Context: an optimization exercise on an open-source flow, tuned for small area, a short achievable clock period and few clock cycles per item. The choices shown serve that exercise and are no tape-out recipe. In this exercise RTL edits were held to simulation tests only and were not proved equivalent to the original. Power figures rest on the tool's default switching activity, not on a simulated workload.

<file path="config.mk">
export PLATFORM = sky130hd
export DESIGN_NAME = image_header_size_parser
export DESIGN_NICKNAME = image_header_size_parser
export VERILOG_FILES = /design/flow/design.v
export SDC_FILE = /design/flow/constraint.sdc
export NUM_CORES = 4
export LEC_CHECK = 0
export CAP_MARGIN = 20
export CORE_MARGIN = 2
export CORE_UTILIZATION = 40
export SLEW_MARGIN = 20
</file>
<file path="constraint.sdc">
create_clock -name core_clock -period 5.5 [get_ports {clk}]
set_input_delay 1.1000 -clock core_clock [delete_from_list [all_inputs] [get_ports {clk}]]
set_output_delay 1.1000 -clock core_clock [all_outputs]
set_load 0.01 [all_outputs]
</file>
<file path="design.v">
package ihsp_pkg;
    typedef enum logic [1:0] {
        FMT_JPEG = 2'd0,
        FMT_GIF  = 2'd1,
        FMT_PNG  = 2'd2,
        FMT_NONE = 2'd3
    } format_t;
    localparam logic ST_FOUND = 1'b0;
    localparam logic ST_FAIL  = 1'b1;
    localparam logic [7:0] B_FF    = 8'hFF;
    localparam logic [7:0] B_SOI   = 8'hD8;
    localparam logic [7:0] B_APP0  = 8'hE0;
    localparam logic [7:0] B_SOF0  = 8'hC0;
    localparam logic [7:0] B_SOF3  = 8'hC3;
    localparam logic [7:0] B_SOF9  = 8'hC9;
    localparam logic [7:0] B_SOF11 = 8'hCB;
    localparam logic [7:0] B_PNG0  = 8'h89;
    localparam logic [7:0] B_SUB   = 8'h1A;
    localparam logic [7:0] B_CR    = 8'h0D;
    localparam logic [7:0] B_LF    = 8'h0A;
    localparam logic [7:0] C_J     = 8'h4A;
    localparam logic [7:0] C_F     = 8'h46;
    localparam logic [7:0] C_I     = 8'h49;
    localparam logic [7:0] C_G     = 8'h47;
    localparam logic [7:0] C_P     = 8'h50;
    localparam logic [7:0] C_N     = 8'h4E;
    localparam logic [7:0] C_H     = 8'h48;
    localparam logic [7:0] C_D     = 8'h44;
    localparam logic [7:0] C_R     = 8'h52;
    localparam int HEADER_LEN = 24;
    localparam int WINDOW_LEN = 12;
    localparam int FIRST_WINDOW_END = 13;
    typedef enum logic [2:0] {
        PH_IDLE = 3'b001,
        PH_WAIT = 3'b010,
        PH_DONE = 3'b100
    } scan_phase_t;
    typedef struct packed {
        logic        status;
        format_t     format;
        logic [31:0] width;
        logic [31:0] height;
    } result_t;
endpackage
module ihsp_track #(
    parameter int OFFSET_BITS = 20
) (
    input  logic              clk,
    input  logic              rst_n,
    input  logic              step,
    input  logic [7:0]        data_byte,
    input  logic              last,
    output logic [ihsp_pkg::HEADER_LEN-1:0][7:0] view_bytes,
    output logic              view_long_enough
);
    logic [OFFSET_BITS-1:0]   offset_reg, offset_next;
    logic [OFFSET_BITS-1:0]   win_end_reg, win_end_next;
    ihsp_pkg::scan_phase_t    phase_reg, phase_next;
    logic [ihsp_pkg::HEADER_LEN-1:0][7:0] hs_reg, hs_next;
    logic [ihsp_pkg::WINDOW_LEN-1:0][7:0] win_reg, win_next;
    logic [ihsp_pkg::WINDOW_LEN-1:0][7:0] hist_reg, hist_next;
    logic                     load_first;
    logic                     load_walk;
    logic                     jfif;
    logic                     win_bad;
    logic [16:0]              seg_step;
    logic [OFFSET_BITS:0]     end_sum;
    logic [ihsp_pkg::WINDOW_LEN-1:0][7:0] jw;
    always_comb
    begin
        for (int i = 0; i < ihsp_pkg::HEADER_LEN; i++)
        begin
            if (offset_reg < OFFSET_BITS'(ihsp_pkg::HEADER_LEN) && offset_reg[4:0] == 5'(i))
                hs_next[i] = data_byte;
            else
                hs_next[i] = hs_reg[i];
        end
        for (int i = 0; i < ihsp_pkg::WINDOW_LEN - 1; i++)
            hist_next[i] = hist_reg[i+1];
        hist_next[ihsp_pkg::WINDOW_LEN-1] = data_byte;
    end
    always_comb
    begin
        load_first = offset_reg == OFFSET_BITS'(ihsp_pkg::FIRST_WINDOW_END);
        load_walk  = (phase_reg == ihsp_pkg::PH_WAIT) && (offset_reg == win_end_reg);
        jw         = load_first ? hs_next[13:2] : hist_next;
        jfif = hs_next[0] == ihsp_pkg::B_FF && hs_next[1] == ihsp_pkg::B_SOI &&
               hs_next[2] == ihsp_pkg::B_FF && hs_next[3] == ihsp_pkg::B_APP0 &&
               hs_next[6] == ihsp_pkg::C_J  && hs_next[7] == ihsp_pkg::C_F &&
               hs_next[8] == ihsp_pkg::C_I  && hs_next[9] == ihsp_pkg::C_F;
        win_bad = jw[0] != ihsp_pkg::B_FF ||
                  (jw[1] >= ihsp_pkg::B_SOF0 && jw[1] <= ihsp_pkg::B_SOF3) ||
                  (jw[1] >= ihsp_pkg::B_SOF9 && jw[1] <= ihsp_pkg::B_SOF11);
        seg_step = {1'b0, jw[2], jw[3]} + 17'd2;
        end_sum  = {1'b0, win_end_reg} + (OFFSET_BITS+1)'(seg_step);
        win_next     = win_reg;
        win_end_next = win_end_reg;
        phase_next   = phase_reg;
        if (load_first || load_walk)
        begin
            win_next = jw;
            if (load_first && !jfif)
                phase_next = ihsp_pkg::PH_DONE;
            else if (win_bad || end_sum[OFFSET_BITS])
                phase_next = ihsp_pkg::PH_DONE;
            else
            begin
                win_end_next = end_sum[OFFSET_BITS-1:0];
                phase_next   = ihsp_pkg::PH_WAIT;
            end
        end
        if (&offset_reg)
            offset_next = offset_reg;
        else
            offset_next = offset_reg + OFFSET_BITS'(1);
    end
    always_comb
    begin
        view_bytes        = hs_next;
        view_bytes[13:2]  = win_next;
        view_long_enough  = offset_reg >= OFFSET_BITS'(ihsp_pkg::HEADER_LEN - 1);
    end
    always_ff @(posedge clk or negedge rst_n)
    begin
        if (!rst_n)
        begin
            offset_reg  <= '0;
            win_end_reg <= OFFSET_BITS'(ihsp_pkg::FIRST_WINDOW_END);
            phase_reg   <= ihsp_pkg::PH_IDLE;
        end
        else if (step)
        begin
            if (last)
            begin
                offset_reg  <= '0;
                win_end_reg <= OFFSET_BITS'(ihsp_pkg::FIRST_WINDOW_END);
                phase_reg   <= ihsp_pkg::PH_IDLE;
            end
            else
            begin
                offset_reg  <= offset_next;
                win_end_reg <= win_end_next;
                phase_reg   <= phase_next;
            end
        end
    end
    always_ff @(posedge clk)
    begin
        if (step)
        begin
            hs_reg   <= hs_next;
            win_reg  <= win_next;
            hist_reg <= hist_next;
        end
    end
endmodule
module ihsp_decode (
    input  logic [ihsp_pkg::HEADER_LEN-1:0][7:0] view_bytes,
    input  logic              view_long_enough,
    output ihsp_pkg::result_t result
);
    logic [ihsp_pkg::HEADER_LEN-1:0][7:0] v;
    logic              is_jpeg;
    logic              is_gif;
    logic              is_png;
    always_comb
    begin
        v       = view_bytes;
        is_jpeg = v[0] == ihsp_pkg::B_FF && v[1] == ihsp_pkg::B_SOI &&
                  v[2] == ihsp_pkg::B_FF;
        is_gif  = v[0] == ihsp_pkg::C_G && v[1] == ihsp_pkg::C_I && v[2] == ihsp_pkg::C_F;
        is_png  = v[0] == ihsp_pkg::B_PNG0 && v[1] == ihsp_pkg::C_P &&
                  v[2] == ihsp_pkg::C_N && v[3] == ihsp_pkg::C_G &&
                  v[4] == ihsp_pkg::B_CR && v[5] == ihsp_pkg::B_LF &&
                  v[6] == ihsp_pkg::B_SUB && v[7] == ihsp_pkg::B_LF &&
                  v[12] == ihsp_pkg::C_I && v[13] == ihsp_pkg::C_H &&
                  v[14] == ihsp_pkg::C_D && v[15] == ihsp_pkg::C_R;
    end
    always_comb
    begin
        result.status = ihsp_pkg::ST_FAIL;
        result.format = ihsp_pkg::FMT_NONE;
        result.width  = '0;
        result.height = '0;
        if (view_long_enough)
        begin
            if (is_jpeg)
            begin
                result.status = ihsp_pkg::ST_FOUND;
                result.format = ihsp_pkg::FMT_JPEG;
                result.height = {16'd0, v[7], v[8]};
                result.width  = {16'd0, v[9], v[10]};
            end
            else if (is_gif)
            begin
                result.status = ihsp_pkg::ST_FOUND;
                result.format = ihsp_pkg::FMT_GIF;
                result.width  = {16'd0, v[7], v[6]};
                result.height = {16'd0, v[9], v[8]};
            end
            else if (is_png)
            begin
                result.status = ihsp_pkg::ST_FOUND;
                result.format = ihsp_pkg::FMT_PNG;
                result.width  = {v[16], v[17], v[18], v[19]};
                result.height = {v[20], v[21], v[22], v[23]};
            end
        end
    end
endmodule
module image_header_size_parser #(
    parameter int OFFSET_BITS = 20
) (
    input  logic        clk,
    input  logic        rst_n,
    input  logic        in_valid,
    output logic        in_ready,
    input  logic [7:0]  in_data,
    input  logic        in_last,
    output logic        out_valid,
    input  logic        out_ready,
    output logic        out_status,
    output logic [1:0]  out_format,
    output logic [31:0] out_width,
    output logic [31:0] out_height
);
    logic              in_valid_reg;
    logic [7:0]        in_byte_reg;
    logic              in_last_reg;
    logic              out_valid_reg;
    ihsp_pkg::result_t out_reg;
    logic              advance;
    logic [ihsp_pkg::HEADER_LEN-1:0][7:0] view_bytes;
    logic              view_long_enough;
    ihsp_pkg::result_t result;
    assign advance = in_valid_reg && (!in_last_reg || !out_valid_reg || out_ready);
    assign in_ready = !in_valid_reg || advance;
    ihsp_track #(
        .OFFSET_BITS (OFFSET_BITS)
    ) u_track (
        .clk       (clk),
        .rst_n     (rst_n),
        .step      (advance),
        .data_byte (in_byte_reg),
        .last      (in_last_reg),
        .view_bytes       (view_bytes),
        .view_long_enough (view_long_enough)
    );
    ihsp_decode u_decode (
        .view_bytes       (view_bytes),
        .view_long_enough (view_long_enough),
        .result (result)
    );
    always_ff @(posedge clk or negedge rst_n)
    begin
        if (!rst_n)
        begin
            in_valid_reg  <= 1'b0;
            out_valid_reg <= 1'b0;
        end
        else
        begin
            if (in_valid && in_ready)
                in_valid_reg <= 1'b1;
            else if (advance)
                in_valid_reg <= 1'b0;
            if (advance && in_last_reg)
                out_valid_reg <= 1'b1;
            else if (out_ready)
                out_valid_reg <= 1'b0;
        end
    end
    always_ff @(posedge clk)
    begin
        if (in_valid && in_ready)
        begin
            in_byte_reg <= in_data;
            in_last_reg <= in_last;
        end
        if (advance && in_last_reg)
            out_reg <= result;
    end
    assign out_valid  = out_valid_reg;
    assign out_status = out_reg.status;
    assign out_format = out_reg.format;
    assign out_width  = out_reg.width;
    assign out_height = out_reg.height;
endmodule
</file>
<file path="run.sh">
#!/bin/bash
# synth_recipe.tcl (not shown) runs the flow's synth.tcl, then flattens the netlist and writes it again
# the make line also repeats each setting of config.mk as NAME=value (left out here)
make -C /OpenROAD-flow-scripts/flow DESIGN_CONFIG=/design/flow/config.mk WORK_HOME=/design/flow/orfs CLKGATE_MAP_FILE= SYNTH_SCRIPT=/design/flow/synth_recipe.tcl finish
</file>
==> reports/results.tsv <==
stage	metric	value	unit
setup_path	critical-path-slowest-cell	sky130_fd_sc_hd__nor4_1	
final_layout	area.sequential	14000	µm²
setup_path	worst-setup-path-type	reg2reg	
power_and_ir_drop	total_leakage_power	9.90	nW
logic_synthesis	ys_seq_area_share	61.1	%
timing	rsz0062_at_grt	no	
timing	finalMaxSlewViolations	0	
route	first_pass_iters	5	
logic_synthesis	synth_area_leader_cell	sky130_fd_sc_hd__edfxtp_1	
setup_path	crit_path_cell_trace	nor4_1 > nand3_2 > nor2_4 > nand2_1 > a21oi_1 > ha_1 > inv_1 > ha_1 > inv_1 > fa_1 > nor2b_1 > o21ai_0 > a21boi_0 > o41ai_1 > nand2_1 > a221oi_1 > a211o_1 > o21a_1 > or4_1 > nand2_1	
setup_path	reg2reg_depth	20	
route	route.detailed.wl_per_inst	23.3	µm
route	drtIter0Drc	1647	
clocking	number_of_buffers_inserted_during_clock_tree_synthesis	51	
clocking	post_cts_resized	0	
flow_run	drv_cap	0	
logic_synthesis	ys_top_cells_by_area	sky130_fd_sc_hd__edfxtp_1 56%, sky130_fd_sc_hd__dfrtp_1 4.5%, sky130_fd_sc_hd__nand2_1 4.3%	
final_layout	multiInputGateArea	8090	µm²
timing	setup_viol	0	
timing	skew	0.0337	ns
logic_synthesis	yosys_most_used_dff	sky130_fd_sc_hd__edfxtp_1	
min_path	worst_hold_path.endpoint	u_track.hist_reg[74]	
final_layout	insertedDiodeCount	0	
timing	timing.final.hold_violations	0	
route	drt-total-wl	65100	µm
setup_path	cp_common_cell	sky130_fd_sc_hd__nand2_1	
min_path	min_path_cells	0	
die	die_height	243	µm
setup_path	critical_path.reg2reg.startpoint	u_track.offset_reg[14]	
placed_design	place_congestion	0.908	
global_routing	number_of_global_route_vias_before_repair	15396	
run_status	outcome	finished clean	
logic_synthesis	average_cell_area_after_synthesis	12.0	µm²
final_layout	final_util	46.4	%
power_and_ir_drop	vdd_drop_max	0.252	mV
timing	finalWorstPathRequiredPeriod	5.10	ns
setup_path	start_kind	flip-flop	
logic_synthesis	async_reset_ff_share	9.51	%
global_routing	grt_antenna_before_repair	1	
die	start_util	40.5	%
setup_path	critical_path.reg2reg.endpoint	u_track.win_end_reg[19]	
die	placeableCoreArea	56500	µm²
logic_synthesis	number_of_synthesized_flops_with_an_enable_pin	428	
placed_design	numPortBuffers	81	
global_routing	grt.overflow.total	0	
route	drc_errors	0	
final_layout	finish.net_count	2047	
final_layout	flow.area_growth_from_synthesis	14.5	%
die	std_cell_rows	87	
timing	timing_worst_slew_pin_value	0.985	ns
placed_design	detailedPlacementHpwl	44600	µm
final_layout	final.fill_count	5169	
route	detailroute.via_count	15864	
min_path	worst_hold_class	reg2reg	
clocking	h_tree_depth	2	
die	pin_count	82	
timing	fin_worst_hold_slack	0.421	ns
final_layout	largest_register_ffs	176	
timing	timing.final.crit_share	92.8	%
global_routing	largest_net_degree_at_the_start_of_global_routing	158	
power_and_ir_drop	power_density	325	nW/µm²
clocking	clock_sink_count	473	
setup_path	crit_path_max_fanout	10	
setup_path	worstPathRequired	6.01	ns
timing	relSlewSlack	33.9	%
global_routing	globalRouteTotalUtil	21.5	%
logic_synthesis	netlist_instances	1915	
clocking	cts_hold_repair.buffers	0	
logic_synthesis	synth_fp_nets	1966	
setup_path	setup.worst_path.end_class	flip-flop	
clocking	cts-root-to-sink-buffers	3	
route	ant_nets	0	
clocking	post_cts_setup_bufs	0	
global_routing	first_pass_grt_wire_length	97000	µm
final_layout	layout-drive-gt1-share	13.2	%
clocking	clock_pin_transition_on_the_worst_setup_and_hold_timing_paths	0.06	ns
clocking	clock_tree.root_cell	sky130_fd_sc_hd__clkbuf_16	
route	vias_per_cell	5.68	
clocking	insertion_delay	0.61	ns
logic_synthesis	synth_top_area_share	56.1	%
logic_synthesis	synth_area	22900	µm²
setup_path	worst-endpoint-arrival	5.62	ns
min_path	hold_start	u_track.hist_reg[82]	
timing	worst_slack	0.396	ns
logic_synthesis	postSynthRegisterBits	473	
die	area_of_the_die	59200	µm²
placed_design	dpl_worst_slack	0.439	ns
timing	clock.fmax	196	MHz
logic_synthesis	ys.warnings.count	3	
die	floorplan.die.width	243	µm
setup_path	critPathMaxStageDelay	0.62	ns
logic_synthesis	synth_cell_types	80	
setup_path	timing.reg2reg.setup_slack	0.40	ns
clocking	tritoncts	done	
worst max path at each step:
stage	slack, ns	from	cells after the start	to
global route	0.02	u_track.offset_reg[14]	20	u_track.win_end_reg[19]
CTS	0.41	u_track.offset_reg[6]	20	u_track.win_end_reg[19]
finish	0.40	u_track.offset_reg[14]	20	u_track.win_end_reg[19]
detailed placement	0.44	u_track.offset_reg[14]	20	u_track.win_end_reg[19]
global placement	0.51	u_track.offset_reg[6]	20	u_track.win_end_reg[19]
floorplan	-3.03	out_ready	10	u_track.offset_reg[19]
cell usage after synthesis, drive strengths merged, types with 8 or more instances:
master / count
a21o: 8
a21oi: 53
a22o: 13
a2bb2oi: 13
a31oi: 9
and2: 11
and3: 14
buf: 25
clkbuf: 85
dfrtp: 41
edfxtp: 428
ha: 37
inv: 102
mux2: 82
mux2i: 69
nand2: 263
nand3: 68
nand4: 27
nor2: 89
nor2b: 41
nor3: 30
nor4: 25
nor4b: 10
o21ai: 163
o22a: 11
o22ai: 34
or4: 13
xnor2: 13
xor2: 35
stage by stage:
| stage | cell area [µm²] | total power, W | setup TNS [ns] | cells |
|---|---|---|---|---|
| 3_3_place_gp | 24700 | 0.00531 | 0 | 2699 |
| 6_report | 26200 | 0.00852 | 0 | 2791 |
| 2_1_floorplan | 22900 | 0.00503 | -822.75 | 1915 |
| 3_5_place_dp | 24700 | 0.00534 | 0 | 2699 |
| 5_1_grt | 26200 | 0.00882 | 0 | 2791 |
| 4_1_cts | 26200 | 0.00857 | 0 | 2791 |
worst max-delay path, delay by kind of cell, from the launching register on:
family                     cells  cell delay [ns]
AOI/OAI and AO/OA              7             1.46
adders and majority gates      3             0.86
buffers and inverters          2             0.12
DFF                            1             0.45
and+or+nand+nor                8             2.14
metal layers:
layer / vias to the layer above / wire (µm) / GRT usage, % / share of wire (%)
li1: 7230 / - / - / -
met1: 7898 / 27600 / 28.9 / 42
met2: 634 / 31100 / 35.7 / 48
met3: 100 / 4780 / 3.88 / 7.3
met4: 2 / 1680 / 6.13 / 2.6
met5: - / 9 / 0 / 0.014
layout make-up:
| cell class | count | share of cell area [%] |
|---|---|---|
| Clock buffer | 64 | 5.05 |
| Clock inverter | 28 | 0.840 |
| Inverter | 103 | 1.49 |
| Multi-Input combinational cell | 1229 | 30.8 |
| Sequential cell | 473 | 53.3 |
| Tap cell | 756 | 3.61 |
| Timing Repair Buffer | 138 | 4.82 |
cell usage in the layout, fill, tap and decap left out, drive strengths merged, types with 25 or more instances in the layout:
master,count
ha,37
clkdlybuf4s50,80
nor3,30
nand4,27
o21ai,163
a21oi,53
dfrtp,41
nor2,89
buf,58
edfxtp,428
nor2b,41
nand2,263
nor4,25
nand3,68
mux2i,69
xor2,35
o22ai,34
clkbuf,64
mux2,82
inv,103
where the power goes:
group / total, W / internal, W / switching, W
Sequential: 0.00448 / 0.00428 / 0.000198
Clock: 0.00324 / 0.00181 / 0.00143
Combinational: 0.000803 / 0.000284 / 0.000518
kinds of logic (layout without fill, tap and decap cells):
family / after synthesis / count (layout) / synth area share [%]
flip-flops: 473 / 473 / 61.1
AND/OR/NAND/NOR: 633 / 633 / 13.7
buffers and inverters: 213 / 333 / 3.87
multiplexers: 151 / 151 / 7.05
XOR/XNOR: 48 / 48 / 1.84
AO/OA/AOI/OAI: 359 / 359 / 10.4
adder cells (fa/ha/maj): 38 / 38 / 2.11
Testbench counts, summed over its fixed seeds: cycles 354,310, bytes 354,294.

re-timing with driven ports:
The results above use ideal ports. As a check the final layout listed here was re-extracted and re-timed, cells and wires unchanged.
Step 1 assumes that a clkbuf_16 drives the clock port and a buf_2 every other input.
Step 2 adds t to the input delays and takes it off the output delays; t is the mean of the earliest and latest rising clock arrival at the registers after step 1. Input paths then give back, and output paths get back, about the clock's delay inside the block.
Slacks: ideal ports / drivers / drivers and shift; pairs: ideal ports / drivers.
shift t [ns]: 0.649
setup WS [ns]: 0.396 / 0.396 / 0.396
worst hold slack (ns): 0.421 / 0.421 / 0.421
latest minus earliest clock arrival (ns): 0.034 / 0.034
worst data-port slew with drivers (ns): 0.03
After both steps setup and hold are still met in this run. For this run, drivers alone change the setup slack by 0.000 ns; drivers and shift together by 0.000 ns.
